What follows belongs to an exercise in optimizing a design on an open flow for small area and a short achievable clock period; a production flow would make more cautious choices.
In this exercise RTL edits were held to simulation tests only and were not proved equivalent to the original.

==> design/flow/design.v <==
package ej32_pkg;
    typedef enum logic [1:0] {
        OP_NOP  = 2'b00,
        OP_PUSH = 2'b01,
        OP_POP  = 2'b10,
        OP_PICK = 2'b11
    } stack_ops;
    localparam int EJ32_DEPTH = 64;
    localparam int EJ32_DSZ   = 32;
endpackage
module ej32_stack_rf
#(
    parameter int DEPTH = ej32_pkg::EJ32_DEPTH,
    parameter int DSZ   = ej32_pkg::EJ32_DSZ,
    parameter int AW    = $clog2(DEPTH)
) (
    input  logic           clk,
    input  logic           i_we,
    input  logic [AW-1:0]  i_waddr,
    input  logic [DSZ-1:0] i_wdata,
    input  logic [AW-1:0]  i_raddr,
    output logic [DSZ-1:0] o_rdata
);
    logic [DSZ-1:0] r_mem [DEPTH-1];
    always_ff @(posedge clk) begin
        if (i_we) begin
            r_mem[i_waddr] <= i_wdata;
        end
    end
    assign o_rdata = r_mem[i_raddr];
endmodule
module ej32_dstack
#(
    parameter int DEPTH = ej32_pkg::EJ32_DEPTH,
    parameter int DSZ   = ej32_pkg::EJ32_DSZ
) (
    input  logic                     clk,
    input  logic                     rst,
    input  logic [1:0]               op,
    input  logic [DSZ-1:0]           vi,
    output logic [DSZ-1:0]           s,
    output logic [$clog2(DEPTH):0]   sp,
    output logic                     empty,
    output logic                     full,
    output logic                     ovf,
    output logic                     udf
);
    localparam int AW = $clog2(DEPTH);
    localparam logic [AW:0] SP_FULL = (AW+1)'(DEPTH);
    localparam logic [AW:0] SP_ONE  = (AW+1)'(1);
    localparam logic [AW:0] SP_TWO  = (AW+1)'(2);
    logic [DSZ-1:0] r_tos;
    logic [AW:0]    r_sp;
    logic           r_ovf;
    logic           r_udf;
    ej32_pkg::stack_ops       w_op;
    logic [AW:0]    w_n;
    logic           w_empty;
    logic           w_full;
    logic [AW:0]    w_raddr_wide;
    logic [AW:0]    w_waddr_wide;
    logic [DSZ-1:0] w_rdata;
    logic           w_we;
    logic           w_do_push;
    logic [DSZ-1:0] w_push_val;
    logic [DSZ-1:0] w_tos_nxt;
    logic [AW:0]    w_sp_nxt;
    logic           w_ovf_nxt;
    logic           w_udf_nxt;
    assign w_op    = ej32_pkg::stack_ops'(op);
    assign w_n     = {1'b0, vi[AW-1:0]};
    assign w_empty = (r_sp == '0);
    assign w_full  = (r_sp == SP_FULL);
    assign w_raddr_wide = (w_op == ej32_pkg::OP_POP) ? (r_sp - SP_TWO) : (r_sp - SP_ONE - w_n);
    assign w_waddr_wide = r_sp - SP_ONE;
    ej32_stack_rf #(
        .DEPTH (DEPTH),
        .DSZ   (DSZ),
        .AW    (AW)
    ) u_rf (
        .clk     (clk),
        .i_we    (w_we),
        .i_waddr (w_waddr_wide[AW-1:0]),
        .i_wdata (r_tos),
        .i_raddr (w_raddr_wide[AW-1:0]),
        .o_rdata (w_rdata)
    );
    always_comb begin
        w_tos_nxt  = r_tos;
        w_sp_nxt   = r_sp;
        w_ovf_nxt  = r_ovf;
        w_udf_nxt  = r_udf;
        w_we       = 1'b0;
        w_do_push  = 1'b0;
        w_push_val = vi;
        case (w_op)
            ej32_pkg::OP_PUSH: begin
                if (w_full) w_ovf_nxt = 1'b1;
                else        w_do_push = 1'b1;
            end
            ej32_pkg::OP_POP: begin
                if (w_empty) begin
                    w_udf_nxt = 1'b1;
                end else if (r_sp == SP_ONE) begin
                    w_tos_nxt = '0;
                    w_sp_nxt  = '0;
                end else begin
                    w_tos_nxt = w_rdata;
                    w_sp_nxt  = r_sp - SP_ONE;
                end
            end
            ej32_pkg::OP_PICK: begin
                if (w_n >= r_sp) begin
                    w_udf_nxt = 1'b1;
                end else if (w_full) begin
                    w_ovf_nxt = 1'b1;
                end else begin
                    w_do_push  = 1'b1;
                    w_push_val = (w_n == '0) ? r_tos : w_rdata;
                end
            end
            default: ;
        endcase
        if (w_do_push) begin
            w_we      = !w_empty;
            w_tos_nxt = w_push_val;
            w_sp_nxt  = r_sp + SP_ONE;
        end
    end
    always_ff @(posedge clk or posedge rst) begin
        if (rst) begin
            r_tos <= '0;
            r_sp  <= '0;
            r_ovf <= 1'b0;
            r_udf <= 1'b0;
        end else begin
            r_tos <= w_tos_nxt;
            r_sp  <= w_sp_nxt;
            r_ovf <= w_ovf_nxt;
            r_udf <= w_udf_nxt;
        end
    end
    assign s     = r_tos;
    assign sp    = r_sp;
    assign empty = w_empty;
    assign full  = w_full;
    assign ovf   = r_ovf;
    assign udf   = r_udf;
endmodule
==> design/flow/run.sh <==
#!/bin/bash
# synth_recipe.tcl (not shown) runs the flow's synth.tcl, then flattens the netlist and writes it again
# the make line also repeats each setting of config.mk as NAME=value (left out here)
make -C /OpenROAD-flow-scripts/flow DESIGN_CONFIG=/design/flow/config.mk WORK_HOME=/design/flow/orfs CLKGATE_MAP_FILE= SYNTH_SCRIPT=/design/flow/synth_recipe.tcl finish
==> design/flow/config.mk <==
export PLATFORM = sky130hd
export DESIGN_NAME = ej32_dstack
export DESIGN_NICKNAME = ej32_dstack
export VERILOG_FILES = /design/flow/design.v
export SDC_FILE = /design/flow/constraint.sdc
export NUM_CORES = 4
export LEC_CHECK = 0
export CAP_MARGIN = 20
export CORE_MARGIN = 2
export CORE_UTILIZATION = 40
export SLEW_MARGIN = 20
==> design/flow/constraint.sdc <==
create_clock -name core_clock -period 5.0 [get_ports {clk}]
set_input_delay 1.0000 -clock core_clock [delete_from_list [all_inputs] [get_ports {clk}]]
set_output_delay 1.0000 -clock core_clock [all_outputs]
set_load 0.01 [all_outputs]
==> impl_results.md <==
* Clock edge transition at the registers on the reported setup and hold paths at 0.06 ns
* Synth Area in Compound Gates at 0.0639
* Die boundary width at 454 microns
* Worst setup SP type: flip-flop
* Initial standard-cell utilization of the core at 0.401
* Post-layout minimum cycle time at 4.58 ns
* First-pass detailed-route iteration total at 5
* Result of the run: finished clean
* Sink Count at 2,057
* Drt first-iter violations at 6,021
* Avg Inst Size Synth at 16.4 sq um
* Kind of capture point of the worst setup path: flip-flop
* Number of CTS-inserted buffers at 196
* Number of top-level pins at 79
* Placer congestion estimate at 0.904
* Xor and xnor fraction of the mapped netlist area at 0.00158
* Maximum number of pins on one net before global-route repair at 72
* Area share of fa/ha/maj cells after synthesis at 0.00288
* Post-Route WL at 245,000 microns
* Ys flop type: edfxtp_1
* YS warnings at 2
* Highest-count cells in the layout ignoring fill and taps: edfxtp_1, nand2_1, a21oi_1
* Endpoint required time on the critical path at 5.66 ns
* First-pass GRT wire length at 346,000 microns
* Post-detailed-placement cell area at 0.0888 sq mm
* Pre-CTS WS at 0.0944 ns
* Signal arrival time at the worst endpoint at 5.24 ns
* Hold violation total from the final report at 0
* Number of synthesized register bits at 2,057
* Post-synth cell types at 61
* Quantity of I/O buffers inserted on ports at 78
* Crit-path max FO at 10
* Wire length per cell at 30.0 microns
* Global-route usage over all layers at 0.236
* Setup repair after global routing missed its margin: false
* Worst Slack Setup Final at 0.417 ns
* Clock Latency Late Sink at 0.83 ns
* Basic-gate share of the synthesized area counting and, or, nand and nor cells at 0.0734
* Die Area at 0.206 sq mm
* Final net count at 5,389
* Setup TNS after final layout at 0 ns
* Hold Buf Count CTS at 0
* Total number of H-tree levels at 4
* Syn nets at 4,998
* Share of the yosys chip area belonging to registers at 0.761
* Number of synthesized flops with an enable pin at 2,016
* TritonCTS clock tree: yes
* Number of resized instances in the post-cts repair step at 0
* Buffer levels on the longest clock path at 3
* Number of instances in the synthesized netlist at 4,944
* Total standard cell area after synthesis at 0.0809 sq mm
* Worst hold slack at 0.487 ns
* Total number of placement rows at 165
* Top achievable clock speed at 218 MHz
* Via count of the first global-routing pass at 46,500
* Max-cap violation count at 0
* Post-CTS setup repair buffer count at 0
* Main combinational cell family by area after synthesis: multiplexers
* HPWL after DPL at 153,000 microns
* Share of layout cells above drive strength 1 at 0.197
* Initial antenna violation count at 24
* Final count of negative-setup-slack endpoints at 0
* Count of final max-slew check failures at 0
* DRC at 0
* Finished Cell Area at 0.0952 sq mm
* Slew margin rel. at 0.238
* Transition time of the tightest slew-check pin at 1.14 ns
* Share of flip-flops with an asynchronous set or reset after synthesis at 0.0199
* Height of the die at 454 microns
* Layout Area Growth over Synthesis at 17.7%
* Path class of the lowest-slack min-delay path: primary input to async pin
* Area inside the core boundary at 0.202 sq mm
* Worst Setup Path Type: flip-flop to flip-flop
* Root Buffer Master: clkbuf_16
* Via Count at 47,700
* Mux contribution to synthesized area at 0.0755
* Final antenna-violating net count at 0
* Via density per instance at 5.83
* Overflow after GRT at 0
* Setup Skew at 0.0333 ns
* Commonest non-fill, non-tap cell in the layout: edfxtp_1
* Final cycle utilization of the critical path at 0.917
==> sequential cells by signal, summed over array words and instances, names as in the netlist <==
signal	count
r_ovf	1
u_rf.r_mem	2016
r_sp	7
r_tos	32
r_udf	1
==> final cells by class <==
| class | instances | area [sq um] |
|---|---|---|
| antenna | 8 | 20.0 |
| clock buffer | 253 | 5280 |
| clock inverter | 112 | 1070 |
| fill | 17000 | 106000 |
| inverter | 21 | 78.8 |
| multi-input combinational | 2539 | 18200 |
| sequential | 2057 | 61600 |
| tap | 2672 | 3340 |
| timing repair buffer | 520 | 5640 |
==> critical path: stages (launching register included) <==
cell and delay [ns]:
dfrtp_1 0.54, inv_1 0.21, ha_1 0.29, xnor2_1 0.29, inv_1 0.20, ha_1 0.26
or2_2 0.29, o22ai_1 0.14, xnor2_1 0.23, o21a_4 0.40, buf_4 0.29, a221oi_1 0.07
or3_1 0.34, a21oi_1 0.69, o31ai_1 0.14
==> synthesized netlist by cell type (4+ instances only) <==
cell / count / area (sq um)
and2_1: 7 / 43.8
buf_6: 25 / 282
o221ai_1: 26 / 228
and3_1: 82 / 513
ha_1: 17 / 213
a31oi_1: 92 / 576
mux2i_1: 42 / 420
nand2b_1: 4 / 25.0
a22oi_1: 43 / 323
o41ai_1: 5 / 43.8
o21ai_0: 43 / 215
nand4_1: 5 / 31.3
o211ai_1: 9 / 67.6
a211o_1: 31 / 272
or3_1: 31 / 194
buf_4: 30 / 225
nor3_1: 5 / 25.0
nor4_1: 29 / 181
nor2b_1: 5 / 31.3
o31ai_1: 26 / 195
edfxtp_1: 2016 / 60500
dfrtp_1: 41 / 1030
buf_2: 98 / 490
clkbuf_1: 146 / 548
a221oi_1: 96 / 841
inv_1: 21 / 78.8
nand2_1: 980 / 3680
a211oi_1: 4 / 30.0
buf_1: 25 / 93.8
xnor2_1: 11 / 96.3
o22ai_1: 33 / 206
nor2_1: 78 / 293
o31a_1: 24 / 210
a21oi_1: 349 / 1750
a21o_1: 4 / 30.0
mux4_2: 251 / 5650
nand3_1: 175 / 876
==> per-stage QoR <==
stage,cells,utilization
floorplan,4944,-
global route,8174,0.472
global placement,7809,0.440
finish,8182,0.472
CTS,8174,0.472
detailed placement,7809,0.440
==> metal layers <==
layer | wire length [microns] | vias to the layer above | track usage
met4 | 11600 | 6 | 0.102
li1 | - | 20100 | -
met1 | 94800 | 24800 | 0.313
met2 | 116000 | 2381 | 0.376
met5 | 34 | - | 0
met3 | 22400 | 430 | 0.0495
==> kinds of logic (layout without fill, tap and decap cells) <==
| kind of cell | Yosys count | after routing |
|---|---|---|
| and+or+nand+nor | 1407 | 1407 |
| other | 0 | 8 |
| AOI/OAI and AO/OA | 805 | 805 |
| buffers and inverters | 348 | 906 |
| muxes | 296 | 296 |
| adders and majority gates | 18 | 18 |
| xor gates and xnor gates | 13 | 13 |
| DFF | 2057 | 2057 |
==> worst paths after layout <==
check                       endpoint    start  depth (start not counted)  slack (ns)
max reg2reg                r_tos[16]  r_sp[1]                         14        0.42
min in group core_clock        r_udf    r_udf                          1        0.49
max                        r_tos[16]  r_sp[1]                         14        0.42
min reg2reg                    r_udf    r_udf                          1        0.49
max in group asynchronous   r_tos[6]      rst                          3        3.53
min                          r_sp[4]      rst                          2        0.49

-- what the ideal ports hide --
In the flow no input, the clock included, has a driving cell. The finished layout below was timed again as built, in two steps. Step 1, drivers: a clkbuf_16 drives clk and a buf_2 each remaining input, both assumed. Step 2 moves the port delays by t, midway between the first and last clock arrival at a register: inputs arrive t later, outputs are due t later. That takes back most of the time a late clock gives input paths. Three values: ideal, step 1, step 2; two values: the first two.
t (ns): 0.905
setup slack, ns: 0.417 / 0.417 / 0.047
worst hold slack (ns): 0.487 / 0.454 / 0.487
worst setup path at the end: input to register
latest minus earliest clock arrival (ns): 0.035 / 0.035
After both steps setup and hold are still met in this run. For this run, drivers alone change the setup slack by 0.000 ns; drivers and shift together by -0.370 ns.
